Context: an optimization exercise on an open-source flow, tuned for small area. The choices shown serve that exercise and are no tape-out recipe. At most, simulation tests tie the RTL to the original design; equivalence was not proved.

before:
==> flow/design.v <==
module iot_filter_param #(
    parameter int IN_W  = 8,
    parameter int BEATS = 16,
    parameter int WORDS = 8
) (
    input  logic                     clk,
    input  logic                     rst,
    input  logic                     in_en,
    input  logic [IN_W-1:0]          iot_in,
    input  logic [2:0]               fn_sel,
    input  logic [IN_W*BEATS-1:0]    lo_bound,
    input  logic [IN_W*BEATS-1:0]    hi_bound,
    output logic                     busy,
    output logic                     valid,
    output logic [IN_W*BEATS-1:0]    iot_out
);
    localparam int WORD_W = IN_W * BEATS;
    localparam int LOG2W  = $clog2(WORDS);
    localparam int BCW    = $clog2(BEATS);
    logic              busy_r;
    logic              valid_r;
    logic [BCW-1:0]    beat_cnt;
    logic [LOG2W-1:0]  word_cnt;
    logic [2:0]        fn;
    logic              peak_vld;
    logic              chg;
    logic              ag, al, bg, bl;
    logic [WORD_W-1:0] acc;
    logic [LOG2W-1:0]  ext;
    logic [LOG2W-1:0]  lowp;
    logic [WORD_W-1:0] lo;
    logic [WORD_W-1:0] hi;
    logic [BEATS-1:0]  cy;      
    logic              accept, rs, beat0, beatl;
    logic [2:0]        fn_e;
    logic              fold_now, fold_e;
    logic              is_max, is_min, is_avg, is_ext, is_rnd, force_b;
    logic [IN_W-1:0]   lo_b, hi_b, at, bt;
    logic              ag0, al0, bg0, bl0, eqa, eqb;
    logic              ag_n, al_n, bg_n, bl_n;
    logic              take;
    logic [IN_W-1:0]   addb;
    logic [IN_W:0]     sum;
    logic [LOG2W:0]    sum_lo;
    logic [IN_W-1:0]   nbyte;
    assign accept   = in_en && !busy_r;
    assign beat0    = (beat_cnt == '0);
    assign beatl    = (beat_cnt == BCW'(BEATS - 1));
    assign rs       = beat0 && (word_cnt == '0);
    assign fold_now = peak_vld && (fn_sel == fn);
    assign fn_e     = rs ? fn_sel : fn;
    assign fold_e   = rs ? fold_now : peak_vld;
    assign is_max   = (fn_e == 3'd1) || (fn_e == 3'd6);
    assign is_min   = (fn_e == 3'd2) || (fn_e == 3'd7);
    assign is_avg   = (fn_e == 3'd3);
    assign is_ext   = (fn_e[2:1] == 2'b10);
    assign is_rnd   = is_max || is_min || is_avg;
    assign force_b  = is_rnd && !fold_e && (word_cnt == '0);
    logic [BEATS-1:0] bsel;
    always_comb begin
        bsel = '0;
        bsel[beat_cnt] = 1'b1;
        lo_b = rs ? lo_bound[WORD_W-1 -: IN_W] : '0;
        hi_b = rs ? hi_bound[WORD_W-1 -: IN_W] : '0;
        for (int k = 0; k < BEATS; k++) begin
            lo_b = lo_b | ({IN_W{bsel[k] && !rs}} & lo[WORD_W-1-IN_W*k -: IN_W]);
            hi_b = hi_b | ({IN_W{bsel[k] && !rs}} & hi[WORD_W-1-IN_W*k -: IN_W]);
        end
    end
    assign at   = is_ext ? lo_b : acc[WORD_W-1 -: IN_W];
    assign bt   = hi_b;
    assign ag0  = !beat0 && ag;
    assign al0  = !beat0 && al;
    assign bg0  = !beat0 && bg;
    assign bl0  = !beat0 && bl;
    assign eqa  = !ag0 && !al0;
    assign eqb  = !bg0 && !bl0;
    assign ag_n = ag0 || (eqa && (iot_in > at));
    assign al_n = al0 || (eqa && (iot_in < at));
    assign bg_n = bg0 || (eqb && (iot_in > bt));
    assign bl_n = bl0 || (eqb && (iot_in < bt));
    assign take  = !is_rnd || force_b || (is_max && ag_n) || (is_min && al_n);
    assign addb   = {(beat0 ? {LOG2W{1'b0}} : lowp), iot_in[IN_W-1:LOG2W]};
    assign sum    = (force_b ? {IN_W{1'b0}} : at) + addb + (!force_b && hi_b[0]);
    assign sum_lo = (force_b ? {LOG2W{1'b0}} : ext) + iot_in[LOG2W-1:0];
    assign nbyte  = is_avg ? sum[IN_W-1:0] : (take ? iot_in : at);
    always_ff @(posedge clk) begin
        if (rst) begin
            busy_r   <= 1'b0;
            valid_r  <= 1'b0;
            beat_cnt <= '0;
            word_cnt <= '0;
            peak_vld <= 1'b0;
        end else begin
            busy_r  <= accept && beatl;
            valid_r <= 1'b0;
            if (accept) begin
                beat_cnt <= beat_cnt + 1'b1;
                if (rs && fn_sel != fn) peak_vld <= 1'b0;
            end
            if (busy_r) begin
                word_cnt <= word_cnt + 1'b1;
                if (fn == 3'd4)
                    valid_r <= ag && bl;
                else if (fn == 3'd5)
                    valid_r <= al || bg;
                else if (word_cnt == LOG2W'(WORDS - 1) && fn != 3'd0)
                    valid_r <= chg;
                if (word_cnt == LOG2W'(WORDS - 1) && fn[2:1] == 2'b11)
                    peak_vld <= 1'b1;
            end
        end
    end
    always_ff @(posedge clk) begin
        if (accept) begin
            ag   <= ag_n;
            al   <= al_n;
            bg   <= bg_n;
            bl   <= bl_n;
            chg  <= (rs ? !fold_now : chg) || (is_max && ag_n) || (is_min && al_n);
            acc  <= {acc[WORD_W-IN_W-1:0], nbyte};
            lowp <= iot_in[LOG2W-1:0];
            if (!rs && is_avg) begin
                for (int q = 0; q < BEATS - 1; q++)
                    if (beat_cnt == BCW'(q + 1)) hi[IN_W*(BEATS-1-q)] <= sum[IN_W];
                if (beatl) hi[0] <= sum_lo[LOG2W];
            end
            if (beatl)
                ext <= sum_lo[LOG2W-1:0];
            if (rs) begin
                fn     <= fn_sel;
                lo     <= lo_bound;
                hi     <= hi_bound;
            end
        end
    end
    logic [BEATS:0]    bc;
    for (genvar k = 0; k < BEATS; k++) begin : g_cy
        assign cy[k] = hi[IN_W*k] && (fn == 3'd3);
    end
    logic [BEATS-1:0]  bg_g, bg_p;
    logic [WORD_W-1:0] tot;
    for (genvar k = 0; k < BEATS; k++) begin : g_gp
        logic [IN_W-1:0] a;
        assign a       = acc[k*IN_W +: IN_W];
        assign bg_g[k] = a[0] & cy[k] & (&a[IN_W-1:1]);
        assign bg_p[k] = (a[0] | cy[k]) & (&a[IN_W-1:1]);
    end
    assign bc[0] = 1'b0;
    for (genvar k = 0; k < BEATS; k++) begin : g_bc
        assign bc[k+1] = bg_g[k] | (bg_p[k] & bc[k]);
    end
    for (genvar k = 0; k < BEATS; k++) begin : g_res
        logic [IN_W-1:0] a;
        logic [IN_W:0]   p;
        logic            c1;
        assign a    = acc[k*IN_W +: IN_W];
        assign c1   = (a[0] & cy[k]) | (bc[k] & (a[0] | cy[k]));
        assign tot[k*IN_W] = a[0] ^ cy[k] ^ bc[k];
        assign p[1] = 1'b1;
        for (genvar m = 1; m < IN_W; m++) begin : g_bit
            assign p[m+1] = p[m] & a[m];
            assign tot[k*IN_W+m] = a[m] ^ (c1 & p[m]);
        end
    end
    assign busy    = busy_r;
    assign valid   = valid_r;
    assign iot_out = valid_r ? tot : '0;
endmodule
clock: 11.0 ns
lec_check: 0
abc_area: 0
cap_margin: 20
core_margin: 2
core_utilization: 40
place_density: 0.6
slew_margin: 20
standard.sh (not shown) runs the stock make flow with config.mk's settings and CLKGATE_MAP_FILE= SYNTH_SCRIPT=/design/flow/synth_recipe.tcl, a recipe that flattens the netlist after the stock synthesis.
==> flow/flow/run.sh <==
#!/bin/bash
# Standard ORFS layout (the standard.sh) with the smallest buffer cell on the ports
# and a clock tree without dummy loads.
set -euo pipefail
export BUFFER_PORTS_ARGS="-buffer_cell sky130_fd_sc_hd__buf_1"
export CTS_ARGS="-sink_clustering_enable -repair_clock_nets -buf_list sky130_fd_sc_hd__clkbuf_8 -sink_clustering_size 16 -sink_clustering_max_diameter 80 -dont_use_dummy_load"
bash standard.sh > standard.log 2>&1
Modified inputs, after compared to before
-- flow/design.v --
<<< before, line 31
    logic [WORD_W-1:0] lo;
    logic [WORD_W-1:0] hi;
    logic [BEATS-1:0]  cy;      
    logic              accept, rs, beat0, beatl;
    logic [2:0]        fn_e;
>>> after, line 31
    logic [WORD_W-1:0] lo;
    logic [WORD_W-1:0] hi;
    logic [BEATS-1:0]  cy;
    logic              accept, rs, beat0, beatl;
    logic [2:0]        fn_e;
<<< before, line 82
    assign take  = !is_rnd || force_b || (is_max && ag_n) || (is_min && al_n);
    assign addb   = {(beat0 ? {LOG2W{1'b0}} : lowp), iot_in[IN_W-1:LOG2W]};
    assign sum    = (force_b ? {IN_W{1'b0}} : at) + addb + (!force_b && hi_b[0]);
    assign sum_lo = (force_b ? {LOG2W{1'b0}} : ext) + iot_in[LOG2W-1:0];
    assign nbyte  = is_avg ? sum[IN_W-1:0] : (take ? iot_in : at);
>>> after, line 82
    assign take  = !is_rnd || force_b || (is_max && ag_n) || (is_min && al_n);
    assign addb   = {(beat0 ? {LOG2W{1'b0}} : lowp), iot_in[IN_W-1:LOG2W]};
    assign sum    = (force_b ? {IN_W{1'b0}} : at) + addb + (!force_b && cy[BEATS-1]);
    assign sum_lo = (force_b ? {LOG2W{1'b0}} : ext) + iot_in[LOG2W-1:0];
    assign nbyte  = is_avg ? sum[IN_W-1:0] : (take ? iot_in : at);
<<< before, line 121
            acc  <= {acc[WORD_W-IN_W-1:0], nbyte};
            lowp <= iot_in[LOG2W-1:0];
            if (!rs && is_avg) begin
                for (int q = 0; q < BEATS - 1; q++)
                    if (beat_cnt == BCW'(q + 1)) hi[IN_W*(BEATS-1-q)] <= sum[IN_W];
                if (beatl) hi[0] <= sum_lo[LOG2W];
            end
            if (beatl)
                ext <= sum_lo[LOG2W-1:0];
>>> after, line 121
            acc  <= {acc[WORD_W-IN_W-1:0], nbyte};
            lowp <= iot_in[LOG2W-1:0];
            cy   <= {cy[BEATS-2:1], cy[0] || (is_avg && !beat0 && sum[IN_W]),
                     is_avg && beatl && sum_lo[LOG2W]};
            if (beatl)
                ext <= sum_lo[LOG2W-1:0];
<<< before, line 136
    end
    logic [BEATS:0]    bc;
    for (genvar k = 0; k < BEATS; k++) begin : g_cy
        assign cy[k] = hi[IN_W*k] && (fn == 3'd3);
    end
    logic [BEATS-1:0]  bg_g, bg_p;
    logic [WORD_W-1:0] tot;
>>> after, line 133
    end
    logic [BEATS:0]    bc;
    logic [BEATS-1:0]  bg_g, bg_p;
    logic [WORD_W-1:0] tot;
Results
Summary: with before as the reference, number of clock buffers in the layout in after moved up by a little under 10%.
Sequential cell area share delta for after relative to before: 2.5 points higher
after -> before: remaining number of nets flagged by the antenna check after routing delta 0, exact match
Summary: with before as the reference, inserted tap cell count in after moved down by a little under 10%.
Of after and before, it is after that has the higher post-detailed-route via-to-cell ratio.
Higher average size of a mapped cell among after and before: after
The global-route usage over all layers in after sits 0.64 points below the value recorded for before.
Compared with before, after shows a lower arrival time of data at the critical path endpoint.
after: setup slack 550 ps above before
Total length of routed wires in after is about 4.4% below before.
On cell count after synthesis: after sits below before.
For before, only the layout was checked, not whether the RTL still works.

[port drivers added, routing unchanged]
The flow's constraints put no driver on any port. The routed layouts listed below were extracted and timed again, unchanged, in two steps. Step 1: set_driving_cell puts a clkbuf_16 on clk and a buf_2 on each other input, an assumption about the parent block. Step 2 also shifts input and output timing later by t, the mid clock arrival at the registers, as if the neighbouring blocks saw the same clock. Slacks: ideal / step 1 / step 2; pairs: ideal / step 1.
| run | shift t [ns] | setup WS [ns] | worst slew at a driven data input, ns |
|---|---|---|---|
| before | 0.689 | 3.132 / 3.077 / 3.766 | 0.11 |
| after | 0.631 | 3.677 / 3.622 / 4.254 | 0.12 |
After both steps setup and hold are still met in every run listed.
